Source: an optimization exercise on an open RTL-to-GDS flow (aim: small area and a short achievable clock period). Production flows keep margins and buffers that such runs may drop. At most, simulation tests tie the RTL to the original design; equivalence was not proved. Power and IR drop assume default switching activity.

Setup of the previous run:
## fpu_top
module fpu_top (
	input  logic                        clk,
	input  logic                        arst_n,
	input  logic [fpu_pkg::FLOAT_W-1:0] opa,
	input  logic [fpu_pkg::FLOAT_W-1:0] opb,
	input  logic [1:0]                  fpu_op,    
	input  logic [1:0]                  rmode,     
	output logic [fpu_pkg::FLOAT_W-1:0] out,
	output logic                        inf,
	output logic                        snan,
	output logic                        qnan,
	output logic                        ine,
	output logic                        overflow,
	output logic                        underflow,
	output logic                        zero
);
Size in the first run: about 390 flip-flops, ~30000 um2 of cells after synthesis.
clock: 8.5 ns
lec_check: 0
abc_area: 1
cap_margin: 20
core_margin: 2
core_utilization: 40
setup_slack_margin: 5
slew_margin: 20
run.sh (not shown) runs the stock make flow with config.mk's settings and CLKGATE_MAP_FILE= SYNTH_SCRIPT=/design/flow/synth_recipe.tcl, a recipe that flattens the netlist after the stock synthesis.
For the current run, these inputs were changed with respect to the previous run:
--- a/flow/design.v
+++ b/flow/design.v
@@ -1033,20 +1033,22 @@
 	assign sum        = {t0, 1'b1} + {t1, lo_carry};
 	assign x          = sum[N:N-27];
 	assign low_sticky = (|sum[N-28:1]) | ~lo_zero;
 endmodule
 module norm_shift (
 	input  logic [27:0]       x,
 	input  logic              low_sticky,
+	input  logic signed [9:0] exp_in,   
 	output logic [22:0]       mant,
 	output logic              guard,
 	output logic              sticky,
-	output logic [4:0]        lz,
+	output logic signed [9:0] exp_n,
 	output logic              is_zero
 );
+	logic [4:0]  lz;
 	logic [28:0] norm;
 	always_comb
 	begin
 		lz = 5'd0;
 		for (int i = 0; i < 28; i++)
 		begin
 			if (x[i])
@@ -1054,22 +1056,22 @@
 		end
 	end
 	assign is_zero = (x == '0);   
 	assign norm    = {x, low_sticky} << lz;
 	assign guard   = norm[4];
 	assign sticky  = |norm[3:0];
 	assign mant    = norm[27:5];
+	assign exp_n   = exp_in - $signed({5'b0, lz});   
 endmodule
 import fpu_pkg::*;
 module result_select (
 	input  logic [22:0]       mant,
 	input  logic              guard,
 	input  logic              sticky,
-	input  logic signed [9:0] exp_in,   
-	input  logic [4:0]        lz,
+	input  logic signed [9:0] exp_n,
 	input  logic              sign,
 	input  logic [1:0]        rmode,
 	input  logic              is_zero,
 	input  logic              zero_sign,
 	input  logic              spec_nan,
 	input  logic              spec_inf,
 	input  logic              spec_zero,
@@ -1082,39 +1084,32 @@
 	output logic              ine,
 	output logic              overflow,
 	output logic              underflow,
 	output logic              zero
 );
 	logic              round_up, carry, to_inf, unf, ovf;
 	logic [22:0]       mant_rnd;
-	logic signed [9:0] exp_n, exp_n1, exp_f;
-	logic              unf0, unf1, ovf0, ovf1;
+	logic signed [9:0] exp_f;
 	always_comb
 	begin
 		case (rmode)
 			RM_NEAREST: round_up = guard & (sticky | mant[0]);   
 			RM_UP:      round_up = ~sign & (guard | sticky);
 			RM_DOWN:    round_up = sign & (guard | sticky);
 			default:    round_up = 1'b0;
 		endcase
 	end
 	assign to_inf = (rmode == RM_NEAREST)
 		| ((rmode == RM_UP) & ~sign)
 		| ((rmode == RM_DOWN) & sign);
 	assign carry    = round_up & (&mant);             
 	assign mant_rnd = mant + 23'(round_up);           
-	assign exp_n    = exp_in - $signed({5'b0, lz});
-	assign exp_n1   = exp_in + 10'sd1 - $signed({5'b0, lz});
-	assign unf0     = (exp_n < 10'sd1);
-	assign unf1     = (exp_n1 < 10'sd1);
-	assign ovf0     = (exp_n >= 10'sd255);
-	assign ovf1     = (exp_n1 >= 10'sd255);
-	assign exp_f    = carry ? exp_n1 : exp_n;
-	assign unf      = carry ? unf1 : unf0;
-	assign ovf      = carry ? ovf1 : ovf0;
+	assign exp_f    = exp_n + $signed({9'b0, carry});
+	assign unf      = (exp_f < 10'sd1);
+	assign ovf      = (exp_f >= 10'sd255);
 	always_comb
 	begin
 		out       = {sign, exp_f[7:0], mant_rnd};
 		inf       = 1'b0;
 		snan      = 1'b0;
 		qnan      = 1'b0;
 		ine       = guard | sticky;
@@ -1200,16 +1195,15 @@
 	logic              ls_d, ls_a;
 	logic signed [9:0] exp_a;
 	logic              sign_a, zsign_a;
 	logic [1:0]        rmode_a;
 	logic [4:0]        spec_a;
 	logic [22:0]       mant_d, mant_n;
 	logic              guard_d, sticky_d, isz_d;
-	logic [4:0]        lz_d, lz_n;
-	logic signed [9:0] exp_n;
+	logic signed [9:0] expn_d, exp_n;
 	logic              guard_n, sticky_n, sign_n, zsign_n, isz_n;
 	logic [1:0]        rmode_n;
 	logic [4:0]        spec_n;
 	logic [31:0]       out_d;
 	logic [6:0]        flags_d;
 	mul_prenorm u_mul_pre (.frac(opb[22:0]), .m(fpu_op[1]), .x1(bx1), .x2(bx2), .neg(bneg));
 	addsub_compare u_compare (.opa, .opb, .a_big(abig), .diff);
@@ -1266,32 +1260,31 @@
 		exp_a   <= exp_p + 10'sd1;   
 		sign_a  <= sign_p;
 		zsign_a <= zsign_p;
 		rmode_a <= rmode_p;
 		spec_a  <= spec_p;
 	end
 	norm_shift u_shift (
-		.x(x_a), .low_sticky(ls_a),
-		.mant(mant_d), .guard(guard_d), .sticky(sticky_d), .lz(lz_d), .is_zero(isz_d)
+		.x(x_a), .low_sticky(ls_a), .exp_in(exp_a),
+		.mant(mant_d), .guard(guard_d), .sticky(sticky_d), .exp_n(expn_d), .is_zero(isz_d)
 	);
 	always_ff @(posedge clk)
 	begin
 		mant_n   <= mant_d;
 		guard_n  <= guard_d;
 		sticky_n <= sticky_d;
-		exp_n    <= exp_a;
-		lz_n     <= lz_d;
+		exp_n    <= expn_d;
 		sign_n   <= sign_a;
 		zsign_n  <= zsign_a;
 		rmode_n  <= rmode_a;
 		isz_n    <= isz_d;
 		spec_n   <= spec_a;
 	end
 	result_select u_result (
-		.mant(mant_n), .guard(guard_n), .sticky(sticky_n), .exp_in(exp_n), .lz(lz_n), .sign(sign_n), .rmode(rmode_n),
+		.mant(mant_n), .guard(guard_n), .sticky(sticky_n), .exp_n, .sign(sign_n), .rmode(rmode_n),
 		.is_zero(isz_n), .zero_sign(zsign_n),
 		.spec_nan(spec_n[4]), .spec_inf(spec_n[3]), .spec_zero(spec_n[2]), .spec_sign(spec_n[1]), .spec_snan(spec_n[0]),
 		.out(out_d), .inf(flags_d[6]), .snan(flags_d[5]), .qnan(flags_d[4]), .ine(flags_d[3]),
 		.overflow(flags_d[2]), .underflow(flags_d[1]), .zero(flags_d[0])
 	);
 	always_ff @(posedge clk)
 	begin
Power: the current run draws less than the previous run
Fmax: the current run < the previous run
Compared with the previous run, the current run shows layout sequential cell count that has gone down slightly.
Relative to the previous run, half-perimeter wire length after detailed placement decreased by about 0.9% in the current run.
Clock power on the current run is ahead of the previous run.
For the current run, only the layout was checked, not whether the RTL still works.

* * *

main:
Another version of the RTL of fpu_top (not shown whole).
Size in the first run: ~110 I/O pins, about 31000 um2 of cells after synthesis.
make LEC_CHECK=0 CAP_MARGIN=20 CORE_MARGIN=2 CORE_UTILIZATION=40 SLEW_MARGIN=20 finish   # period 8.5 ns
### main -> the feature branch
--- a/flow/design.v
+++ b/flow/design.v
@@ -54,65 +54,76 @@
 	assign spec_snan = a_snan | b_snan;
 endmodule
 import fpu_pkg::*;
 module addsub_compare (
 	input  logic [31:0] opa,
 	input  logic [31:0] opb,
 	output logic        a_big,      
 	output logic [4:0]  diff,       
 	output logic        diff_big    
 );
 	logic [7:0] ea, eb, dab, dba;
-	assign ea  = opa[30:23];
-	assign eb  = opb[30:23];
-	assign dab = ea - eb;
-	assign dba = eb - ea;
+	logic       ea_ge;
+	assign ea    = opa[30:23];
+	assign eb    = opb[30:23];
+	assign dab   = ea - eb;
+	assign dba   = eb - ea;
+	assign ea_ge = (ea >= eb);
 	assign a_big    = (ea > eb) | ((ea == eb) & ((ea == '0) | (opa[22:0] >= opb[22:0])));
-	assign diff     = a_big ? dab[4:0] : dba[4:0];
-	assign diff_big = a_big ? (dab > 8'd26) : (dba > 8'd26);
+	assign diff     = ea_ge ? dab[4:0] : dba[4:0];
+	assign diff_big = ea_ge ? (dab > 8'd26) : (dba > 8'd26);
 endmodule
 module addsub_prenorm (
 	input  logic [31:0] opa,
 	input  logic [31:0] opb,
 	input  logic        a_big,
+	input  logic        a_norm,     
+	input  logic        b_norm,
 	input  logic [4:0]  diff,
 	input  logic        diff_big,
 	input  logic        is_mul,
 	input  logic        is_sub,
 	input  logic [1:0]  rmode,
 	output logic [27:0] row0,
 	output logic [27:0] row1,
 	output logic [7:0]  exp_big,
 	output logic        sign_as,
 	output logic        zero_sign
 );
 	logic        sa, sb_eff, eff_sub, az, bz, en;
 	logic [7:0]  ea, eb;
 	logic [23:0] ma, mb, m_big, m_small;
 	logic [49:0] shifted;
 	logic [26:0] small_al;
+	logic [23:0] lost;       
+	logic        sticky;
 	assign sa      = opa[31];
 	assign sb_eff  = opb[31] ^ is_sub;
 	assign eff_sub = sa ^ sb_eff;
 	assign ea      = opa[30:23];
 	assign eb      = opb[30:23];
-	assign az      = (ea == '0);
-	assign bz      = (eb == '0);
+	assign az      = ~a_norm;
+	assign bz      = ~b_norm;
 	assign ma      = az ? 24'b0 : {1'b1, opa[22:0]};   
 	assign mb      = bz ? 24'b0 : {1'b1, opb[22:0]};
 	assign en      = ~is_mul;
 	assign m_big    = a_big ? ma : mb;
 	assign m_small  = a_big ? mb : ma;
 	assign shifted  = {m_small, 26'b0} >> diff;
-	assign small_al = diff_big ? {26'b0, |m_small}
-	                           : {shifted[49:24], |shifted[23:0]};
+	always_comb
+	begin
+		for (int k = 0; k < 24; k++)
+			lost[k] = diff_big | (5'(k + 2) < diff);
+	end
+	assign sticky   = |(m_small & lost);
+	assign small_al = {diff_big ? 26'b0 : shifted[49:24], sticky};
 	assign row0 = en ? {1'b0, m_big, 2'b00, eff_sub} : '0;
 	assign row1 = en ? {eff_sub, small_al ^ {27{eff_sub}}} : '0;
 	assign exp_big   = a_big ? ea : eb;
 	assign sign_as   = a_big ? sa : sb_eff;
 	assign zero_sign = eff_sub ? (rmode == RM_DOWN) : sa;   
 endmodule
 module mul_prenorm (
 	input  logic [22:0] frac,
 	input  logic        m,       
 	output logic [11:0] x1,      
 	output logic [11:0] x2,      
@@ -1226,23 +1237,23 @@
 	output logic                        snan,
 	output logic                        qnan,
 	output logic                        ine,
 	output logic                        overflow,
 	output logic                        underflow,
 	output logic                        zero
 );
 	logic [31:0]       opa_r, opb_r;
 	logic              mul_r, sub_r;
 	logic [1:0]        rmode_r;
 	logic [11:0]       bx1, bx2, bneg, bx1_r, bx2_r, bneg_r;
-	logic              abig, abig_r, dbig, dbig_r;
+	logic              abig, abig_r, dbig, dbig_r, anorm_r, bnorm_r;
 	logic [4:0]        diff, diff_r;
 	logic [47:0]       pp0, pp1, rows0, rows1;
 	logic [27:0]       as0, as1;
 	logic [7:0]        exp_big;
 	logic              sign_as, zsign_d;
 	logic              nan_d, inf_d, zero_d, ssign_d, snan_d;
 	logic [47:0]       s0_p, s1_p;
 	logic signed [9:0] exp_p;
 	logic              sign_p, zsign_p;
 	logic [1:0]        rmode_p;
 	logic [4:0]        spec_p;
@@ -1265,35 +1276,37 @@
 	always_ff @(posedge clk)
 	begin
 		opa_r   <= opa;
 		opb_r   <= opb;
 		mul_r   <= fpu_op[1];   
 		sub_r   <= fpu_op[0];
 		rmode_r <= rmode;
 		bx1_r   <= bx1;
 		bx2_r   <= bx2;
 		bneg_r  <= bneg;
 		abig_r  <= abig;
+		anorm_r <= |opa[30:23];
+		bnorm_r <= |opb[30:23];
 		diff_r  <= diff;
 		dbig_r  <= dbig;
 	end
 	operand_classify u_classify (
 		.opa(opa_r), .opb(opb_r), .is_mul(mul_r), .is_sub(sub_r),
 		.spec_nan(nan_d), .spec_inf(inf_d), .spec_zero(zero_d), .spec_sign(ssign_d), .spec_snan(snan_d)
 	);
 	mantissa_arith u_arith (
 		.a({1'b1, opa_r[22:0]}), .x1(bx1_r), .x2(bx2_r), .neg(bneg_r), .m(mul_r),
 		.s0(pp0), .s1(pp1)
 	);
 	addsub_prenorm u_addsub_pre (
-		.opa(opa_r), .opb(opb_r), .a_big(abig_r), .diff(diff_r), .diff_big(dbig_r),
+		.opa(opa_r), .opb(opb_r), .a_big(abig_r), .a_norm(anorm_r), .b_norm(bnorm_r), .diff(diff_r), .diff_big(dbig_r),
 		.is_mul(mul_r), .is_sub(sub_r), .rmode(rmode_r), .row0(as0), .row1(as1), .exp_big, .sign_as, .zero_sign(zsign_d)
 	);
 	assign rows0 = pp0 | {as0, 20'b0};
 	assign rows1 = pp1 | {as1, 20'b0};
 	always_ff @(posedge clk)
 	begin
 		s0_p    <= rows0;
 		s1_p    <= rows1;
 		exp_p   <= mul_r ? $signed({2'b00, opa_r[30:23]}) + $signed({2'b00, opb_r[30:23]}) - 10'sd127
 		                 : $signed({2'b00, exp_big});
 		sign_p  <= mul_r ? opa_r[31] ^ opb_r[31] : sign_as;
Results
Per the final summary, the feature branch finished and its layout is clean on timing, DRC and antenna.
Compared with main, in the feature branch count of cell types in the netlist dropped about 15%; total power per unit cell area has increased; worst path setup slack after routing +0.14 ns; source-to-sink clock delay at the later pin of the worst-skew pair rose by 0.03 ns.
Total detailed-routing wirelength (lower): the feature branch
On layout overhead on the synthesized area, the feature branch tracks main almost exactly.
Slowest cell on the critical path = sky130_fd_sc_hd__buf_4: the feature branch; slowest cell on the critical path = sky130_fd_sc_hd__o21ai_0: main
Compared with main, in the feature branch flip-flop and latch count increased 0.55%; sequential share of cell area essentially unchanged; overall via count from detail_route decreased 273; part of the total power dissipated in combinational logic increased 1.9 points.
Function was not checked in any run of this note: the RTL went through the layout flow alone.

## re-timing with driven ports
No port has a modelled driver above. Below, the same layouts with a new extraction and two added sets of constraints. Step 1 (the two cells are an assumption about what drives the block):
set clk [get_ports {clk}]
set_driving_cell -lib_cell sky130_fd_sc_hd__clkbuf_16 $clk
set_driving_cell -lib_cell sky130_fd_sc_hd__buf_2 [delete_from_list [all_inputs] $clk]
Step 2 also shifts input and output timing later by t, the mid clock arrival at the registers, as if the neighbouring blocks saw the same clock. Slacks: ideal ports / drivers / drivers and shift; pairs: ideal ports / drivers.
| run | t (ns) | slack for setup (ns) | clock arrival spread, ns | slew at the worst register clock pin (ns) |
|---|---|---|---|---|
| the previous run | 0.648 | 5.032 / 5.032 / 4.495 | 0.046 / 0.046 | 0.07 / 0.07 |
| the current run | 0.653 | 4.941 / 4.941 / 4.495 | 0.043 / 0.043 | 0.07 / 0.07 |
| main | 0.651 | 3.599 / 3.642 / 2.991 | 0.031 / 0.031 | 0.06 / 0.06 |
| the feature branch | 0.657 | 3.741 / 3.741 / 3.664 | 0.075 / 0.075 | 0.07 / 0.07 |
After both steps every run listed still meets setup and hold. The setup slack of main, which loses most, moves by +0.043 ns with the drivers and by -0.608 ns with both steps.
